What follows belongs to an exercise in optimizing a design on an open flow for small area, a short achievable clock period and few clock cycles per item; a production flow would make more cautious choices.
At most, simulation tests tie the RTL to the original design; equivalence was not proved.
No activity file was given, so power comes from the tool's default toggle rates.

==> module fp_sincos, before the edit <==
module fp_sincos (
	input  logic                 clk,
	input  logic                 rst,
	input  logic                 ld_i,
	input  fp_sincos_pkg::fp32_t a_i,
	output fp_sincos_pkg::fp32_t sin_o,
	output fp_sincos_pkg::fp32_t cos_o,
	output logic                 done_o,
	output logic                 busy_o
);
	logic s_prep, s_run, s_pk1, s_pk2;
	logic busy_r, done_r;
	logic [4:0] cnt;
	logic signed [31:0] x_r, y_r, z_r;
	logic sgn_r, half_r, inv_r;
	logic [7:0]  a_exp;
	logic [22:0] a_frac;
	logic        a_e128, a_e127, a_inr, a_bad, a_gt;
	logic [31:0] x_cap;
	logic [4:0]  cnt_cap;
	always_comb begin
		a_exp  = a_i[30:23];
		a_frac = a_i[22:0];
		a_e128 = (a_exp == 8'd128);
		a_e127 = (a_exp == 8'd127);
		a_inr  = (a_exp[7:5] == 3'b011);
		a_bad  = a_exp[7] & (|a_exp[6:0]);
		a_gt   = (a_frac > 23'h490FDA);
		if (a_e128)
			x_cap = {1'b1, a_frac, 8'd0};
		else if (a_inr)
			x_cap = {2'b01, a_frac, 7'd0};
		else
			x_cap = '0;
		cnt_cap = a_exp[7] ? 5'd0 : ~a_exp[4:0];
	end
	logic signed [31:0] x_sh, y_sh;
	logic        rot_pos;
	logic [31:0] x_add, y_add, z_add;
	logic [31:0] ya_op;
	logic        y_sub;
	assign x_sh = x_r >>> cnt;
	assign y_sh = y_r >>> cnt;
	assign rot_pos = ~z_r[31];
	always_comb begin
		if (s_prep) begin
			ya_op = half_r ? (fp_sincos_pkg::PI_FIX - fp_sincos_pkg::ATAN0)
			               : (32'd0 - fp_sincos_pkg::ATAN0);
			y_sub = half_r;
		end else begin
			ya_op = y_r;
			y_sub = ~rot_pos;
		end
	end
	logic [32:0] x_sum, y_sum, z_sum;
	assign x_sum = {x_r, rot_pos} + {y_sh ^ {32{rot_pos}}, rot_pos};
	assign y_sum = {ya_op, y_sub} + {x_sh ^ {32{y_sub}}, y_sub};
	assign z_sum = {z_r, rot_pos} + {fp_sincos_pkg::atan_of(cnt) ^ {32{rot_pos}}, rot_pos};
	assign x_add = x_sum[32:1];
	assign y_add = y_sum[32:1];
	assign z_add = z_sum[32:1];
	logic [31:0] pk_v;
	logic        pk_neg;
	logic [31:0] pk_mag;
	logic [5:0]  pk_lz;
	logic [31:0] pk_sig;
	logic        pk_sign;
	logic        pk_up;
	logic [23:0] pk_sum;
	logic [7:0]  pk_exp;
	logic [31:0] pk_res;
	always_comb begin
		pk_v   = s_pk1 ? x_r : y_r;
		pk_neg = s_pk1 ? half_r : sgn_r;
		pk_mag = pk_v[31] ? 32'(-pk_v) : pk_v;
		pk_lz  = 6'd32;
		for (int i = 0; i < 32; i++)
			if (pk_mag[i])
				pk_lz = 6'(31 - i);
		pk_sig  = pk_mag << pk_lz[4:0];
		pk_sign = pk_neg ^ pk_v[31];
		pk_up   = pk_sig[7] & ((|pk_sig[6:0]) | pk_sig[8]);
		pk_sum  = {1'b0, pk_sig[30:8]} + 24'(pk_up);
		pk_exp  = 8'(9'd128 - {3'd0, pk_lz}) + 8'(pk_sum[23]);
		if (inv_r)
			pk_res = fp_sincos_pkg::QNAN;
		else if (pk_lz[5])
			pk_res = {pk_sign, 31'd0};
		else
			pk_res = {pk_sign, pk_exp, pk_sum[22:0]};
	end
	logic go;
	assign go = ld_i & ~busy_r;
	always_ff @(posedge clk) begin
		if (rst) begin
			s_prep <= 1'b0;
			s_run  <= 1'b0;
			s_pk1  <= 1'b0;
			s_pk2  <= 1'b0;
			busy_r <= 1'b0;
			done_r <= 1'b0;
		end else begin
			s_prep <= go;
			s_run  <= s_prep | (s_run & (cnt != 5'd29));
			s_pk1  <= s_run & (cnt == 5'd29);
			s_pk2  <= s_pk1;
			done_r <= s_pk2;
			busy_r <= go | (busy_r & ~s_pk2);
		end
	end
	always_ff @(posedge clk) begin
		if (!busy_r) begin
			x_r    <= x_cap;
			cnt    <= cnt_cap;
			sgn_r  <= a_i[31];
			inv_r  <= a_bad | (a_e128 & a_gt);
			half_r <= a_e128 | (a_e127 & a_gt);
		end else if (s_prep) begin
			x_r <= fp_sincos_pkg::CORDIC_X0;
			y_r <= fp_sincos_pkg::CORDIC_X0;
			z_r <= y_add;
			cnt <= 5'd1;
		end else if (s_run) begin
			x_r <= x_add;
			y_r <= y_add;
			z_r <= z_add;
			cnt <= cnt + 5'd1;
		end else if (s_pk1) begin
			x_r <= pk_res;
		end else if (s_pk2) begin
			y_r <= pk_res;
		end
	end
	assign cos_o  = x_r;
	assign sin_o  = y_r;
	assign done_o = done_r;
	assign busy_o = busy_r;
endmodule
Settings: LEC_CHECK=0, CAP_MARGIN=20, CORE_MARGIN=2, CORE_UTILIZATION=40, SETUP_SLACK_MARGIN=5, SLEW_MARGIN=20; clock period 8.5 ns.
run.sh (not shown) runs the stock make flow with config.mk's settings and CLKGATE_MAP_FILE= SYNTH_SCRIPT=/design/flow/synth_recipe.tcl, a recipe that flattens the netlist after the stock synthesis.
Change:
--- a/flow/design.v
+++ b/flow/design.v
@@ -54,5 +54,5 @@
 	output logic                 busy_o
 );
-	logic s_prep, s_run, s_pk1, s_pk2;
+	logic s_prep, s_run, s_pk0, s_pk1, s_pk2;
 	logic busy_r, done_r;
 	logic [4:0] cnt;
@@ -88,9 +88,16 @@
 	assign y_sh = y_r >>> cnt;
 	assign rot_pos = ~z_r[31];
+	logic [31:0] xa_op;
+	logic        x_sub;
 	always_comb begin
+		xa_op = s_pk0 ? 32'd0 : x_r;
+		x_sub = s_pk0 ? y_r[31] : rot_pos;
 		if (s_prep) begin
 			ya_op = half_r ? (fp_sincos_pkg::PI_FIX - fp_sincos_pkg::ATAN0)
 			               : (32'd0 - fp_sincos_pkg::ATAN0);
 			y_sub = half_r;
+		end else if (s_pk0) begin
+			ya_op = 32'd0;
+			y_sub = x_r[31];
 		end else begin
 			ya_op = y_r;
@@ -99,5 +106,5 @@
 	end
 	logic [32:0] x_sum, y_sum, z_sum;
-	assign x_sum = {x_r, rot_pos} + {y_sh ^ {32{rot_pos}}, rot_pos};
+	assign x_sum = {xa_op, x_sub} + {y_sh ^ {32{x_sub}}, x_sub};
 	assign y_sum = {ya_op, y_sub} + {x_sh ^ {32{y_sub}}, y_sub};
 	assign z_sum = {z_r, rot_pos} + {fp_sincos_pkg::atan_of(cnt) ^ {32{rot_pos}}, rot_pos};
@@ -105,6 +112,4 @@
 	assign y_add = y_sum[32:1];
 	assign z_add = z_sum[32:1];
-	logic [31:0] pk_v;
-	logic        pk_neg;
 	logic [31:0] pk_mag;
 	logic [5:0]  pk_lz;
@@ -116,7 +121,5 @@
 	logic [31:0] pk_res;
 	always_comb begin
-		pk_v   = s_pk1 ? x_r : y_r;
-		pk_neg = s_pk1 ? half_r : sgn_r;
-		pk_mag = pk_v[31] ? 32'(-pk_v) : pk_v;
+		pk_mag = s_pk1 ? x_r : y_r;
 		pk_lz  = 6'd32;
 		for (int i = 0; i < 32; i++)
@@ -124,5 +127,5 @@
 				pk_lz = 6'(31 - i);
 		pk_sig  = pk_mag << pk_lz[4:0];
-		pk_sign = pk_neg ^ pk_v[31];
+		pk_sign = s_pk1 ? sgn_r : half_r;
 		pk_up   = pk_sig[7] & ((|pk_sig[6:0]) | pk_sig[8]);
 		pk_sum  = {1'b0, pk_sig[30:8]} + 24'(pk_up);
@@ -141,4 +144,5 @@
 			s_prep <= 1'b0;
 			s_run  <= 1'b0;
+			s_pk0  <= 1'b0;
 			s_pk1  <= 1'b0;
 			s_pk2  <= 1'b0;
@@ -148,5 +152,6 @@
 			s_prep <= go;
 			s_run  <= s_prep | (s_run & (cnt != 5'd29));
-			s_pk1  <= s_run & (cnt == 5'd29);
+			s_pk0  <= s_run & (cnt == 5'd29);
+			s_pk1  <= s_pk0;
 			s_pk2  <= s_pk1;
 			done_r <= s_pk2;
@@ -170,13 +175,18 @@
 			y_r <= y_add;
 			z_r <= z_add;
-			cnt <= cnt + 5'd1;
+			cnt <= (cnt == 5'd29) ? 5'd0 : cnt + 5'd1;
+		end else if (s_pk0) begin
+			x_r    <= x_add;
+			y_r    <= y_add;
+			sgn_r  <= sgn_r ^ y_r[31];
+			half_r <= half_r ^ x_r[31];
 		end else if (s_pk1) begin
+			z_r <= pk_res;
+		end else if (s_pk2) begin
 			x_r <= pk_res;
-		end else if (s_pk2) begin
-			y_r <= pk_res;
 		end
 	end
 	assign cos_o  = x_r;
-	assign sin_o  = y_r;
+	assign sin_o  = z_r;
 	assign done_o = done_r;
 	assign busy_o = busy_r;
The changed run completed without violations.
Total power grows by 26%.
Non-clock buffer count shrinks by 1.
Sequential cell count grows by 1.
Clock power shrinks by 5.6%.
Sequential share of layout area stays flat.
Area after synthesis shrinks by 3.6%.
Worst setup slack improves by 1300 ps.
Die area shrinks by 3.5%.
Combinational power grows by 36%.
Sequential power grows by about 5%.
Synthesized cell count shrinks by 3.6%.
Count of clock-buffer cells in the layout grows by 3.
Via count shrinks by 4.5%.
Core utilization grows by 2.9 points.
No run of this note included a check of the RTL's function; only the layout flow was run.

========
Another version of the RTL of fp_sincos (not shown whole).
For scale: roughly 120 flip-flops, ~100 I/O pins.
// fp_sincos
module fp_sincos (
	input  logic                 clk,
	input  logic                 rst,
	input  logic                 ld_i,
	input  fp_sincos_pkg::fp32_t a_i,
	output fp_sincos_pkg::fp32_t sin_o,
	output fp_sincos_pkg::fp32_t cos_o,
	output logic                 done_o,
	output logic                 busy_o
);
clock: 8.5 ns
lec_check: 0
abc_area: 1
cap_margin: 20
core_margin: 2
core_utilization: 40
setup_slack_margin: 4
slew_margin: 20
Testbench counts at the start, summed over its fixed seeds: cycles 16,896, items 512.
Rerun with:
--- a/flow/design.v
+++ b/flow/design.v
@@ -49,28 +49,29 @@
 		cnt_cap = a_exp[7] ? 5'd0 : ~a_exp[4:0];
 	end
 	logic        rot_pos;
 	logic [31:0] xa_op, ya_op;
 	logic        x_sub, y_sub;
 	assign rot_pos = ~z_r[31];
-	logic xs_r, ys_r;
-	assign x_sub = xs_r;
-	assign y_sub = ys_r;
 	always_comb begin
 		xa_op = s_pk0 ? 32'd0 : x_r;
+		x_sub = s_pk0 ? y_r[31] : rot_pos;
 		if (s_prep) begin
 			case ({half_r, r1_r})
 				2'b00: ya_op = 32'd0 - fp_sincos_pkg::ATAN0 + fp_sincos_pkg::ATAN1;
 				2'b01: ya_op = 32'd0 - fp_sincos_pkg::ATAN0 - fp_sincos_pkg::ATAN1;
 				2'b10: ya_op = fp_sincos_pkg::PI_FIX - fp_sincos_pkg::ATAN0 + fp_sincos_pkg::ATAN1;
 				default: ya_op = fp_sincos_pkg::PI_FIX - fp_sincos_pkg::ATAN0 - fp_sincos_pkg::ATAN1;
 			endcase
+			y_sub = half_r;
 		end else if (s_pk0) begin
 			ya_op = 32'd0;
+			y_sub = x_r[31];
 		end else begin
 			ya_op = y_r;
+			y_sub = ~rot_pos & s_run;
 		end
 	end
 	logic [31:0] atan_v;
 	always_comb begin
 		case (cnt_y)
 			5'd0: atan_v = 32'd843314857;
@@ -232,33 +233,19 @@
 	always_ff @(posedge clk) begin
 		if (s_prep)
 			y_r <= r1_r ? 32'd978049311 : 32'd326016437;
 		else
 			y_r <= y_add;
 	end
-	logic [31:0] z_d;
-	always_comb begin
+	always_ff @(posedge clk) begin
 		if (s_prep)
-			z_d = y_add;
+			z_r <= y_add;
 		else if (s_pk1)
-			z_d = pk_out;
-		else
-			z_d = z_add;
-	end
-	always_ff @(posedge clk)
-		z_r <= z_d;
-	logic run_last;
-	assign run_last = s_run & (cnt == 5'd29);
-	always_ff @(posedge clk) begin
-		xs_r <= run_last ? y_add[31] : ~z_d[31];
-		if (go)
-			ys_r <= a_half;
-		else if (run_last)
-			ys_r <= x_add[31];
-		else
-			ys_r <= (s_prep | s_run) & z_d[31];
+			z_r <= pk_out;
+		else
+			z_r <= z_add;
 	end
 	assign cos_o  = x_r;
 	assign sin_o  = z_r;
 	assign done_o = done_r;
 	assign busy_o = busy_r;
 endmodule
Worst setup slack got worse by 300 ps; wire length grows by a few percent; synthesized area grows by a few percent; clock-buffer cell count shrinks by 2; total power grows by a little under a tenth; register-to-register slack got worse by 300 ps; via count grows by a little under a tenth; clock power shrinks slightly; sequential cell count shrinks by 2; critical path depth grows by 4; fmax shrinks by a few percent.
Testbench counts after the change, summed over its fixed seeds: cycles 16,896, items 512.

static timing again, ports no longer ideal:
How much do the figures lean on ideal ports? The routed layouts below were timed once more, with nothing changed but the port constraints.
Step 1, drivers: a clkbuf_16 drives clk and a buf_2 each remaining input, both assumed.
Step 2 times the ports against the registers' clock, not the clock port: input delays grow and output delays shrink by t, the midpoint of the rising clock arrivals with the driver on.
Slacks: ideal ports / drivers / drivers and shift; pairs: ideal ports / drivers.
| run | t (ns) | setup WS [ns] | hold WS [ns] | slew at the worst register clock pin (ns) | pins driven straight from the clock port |
|---|---|---|---|---|---|
| the first run of note 1 | 0.510 | 1.868 / 1.868 / 1.868 | 0.593 / 0.593 / 0.593 | 0.07 / 0.07 | 1 |
| the second run of note 1 | 0.498 | 3.129 / 3.129 / 3.129 | 0.507 / 0.507 / 0.507 | 0.07 / 0.07 | 1 |
| the first run of note 2 | 0.497 | 4.128 / 4.128 / 3.975 | 0.639 / 0.639 / 0.639 | 0.07 / 0.07 | 1 |
| the second run of note 2 | 0.493 | 3.826 / 3.826 / 3.826 | 0.555 / 0.555 / 0.555 | 0.07 / 0.07 | 1 |
After both steps every run listed still meets setup and hold. For the first run of note 2, which loses most, drivers alone change the setup slack by 0.000 ns; drivers and shift together by -0.153 ns.
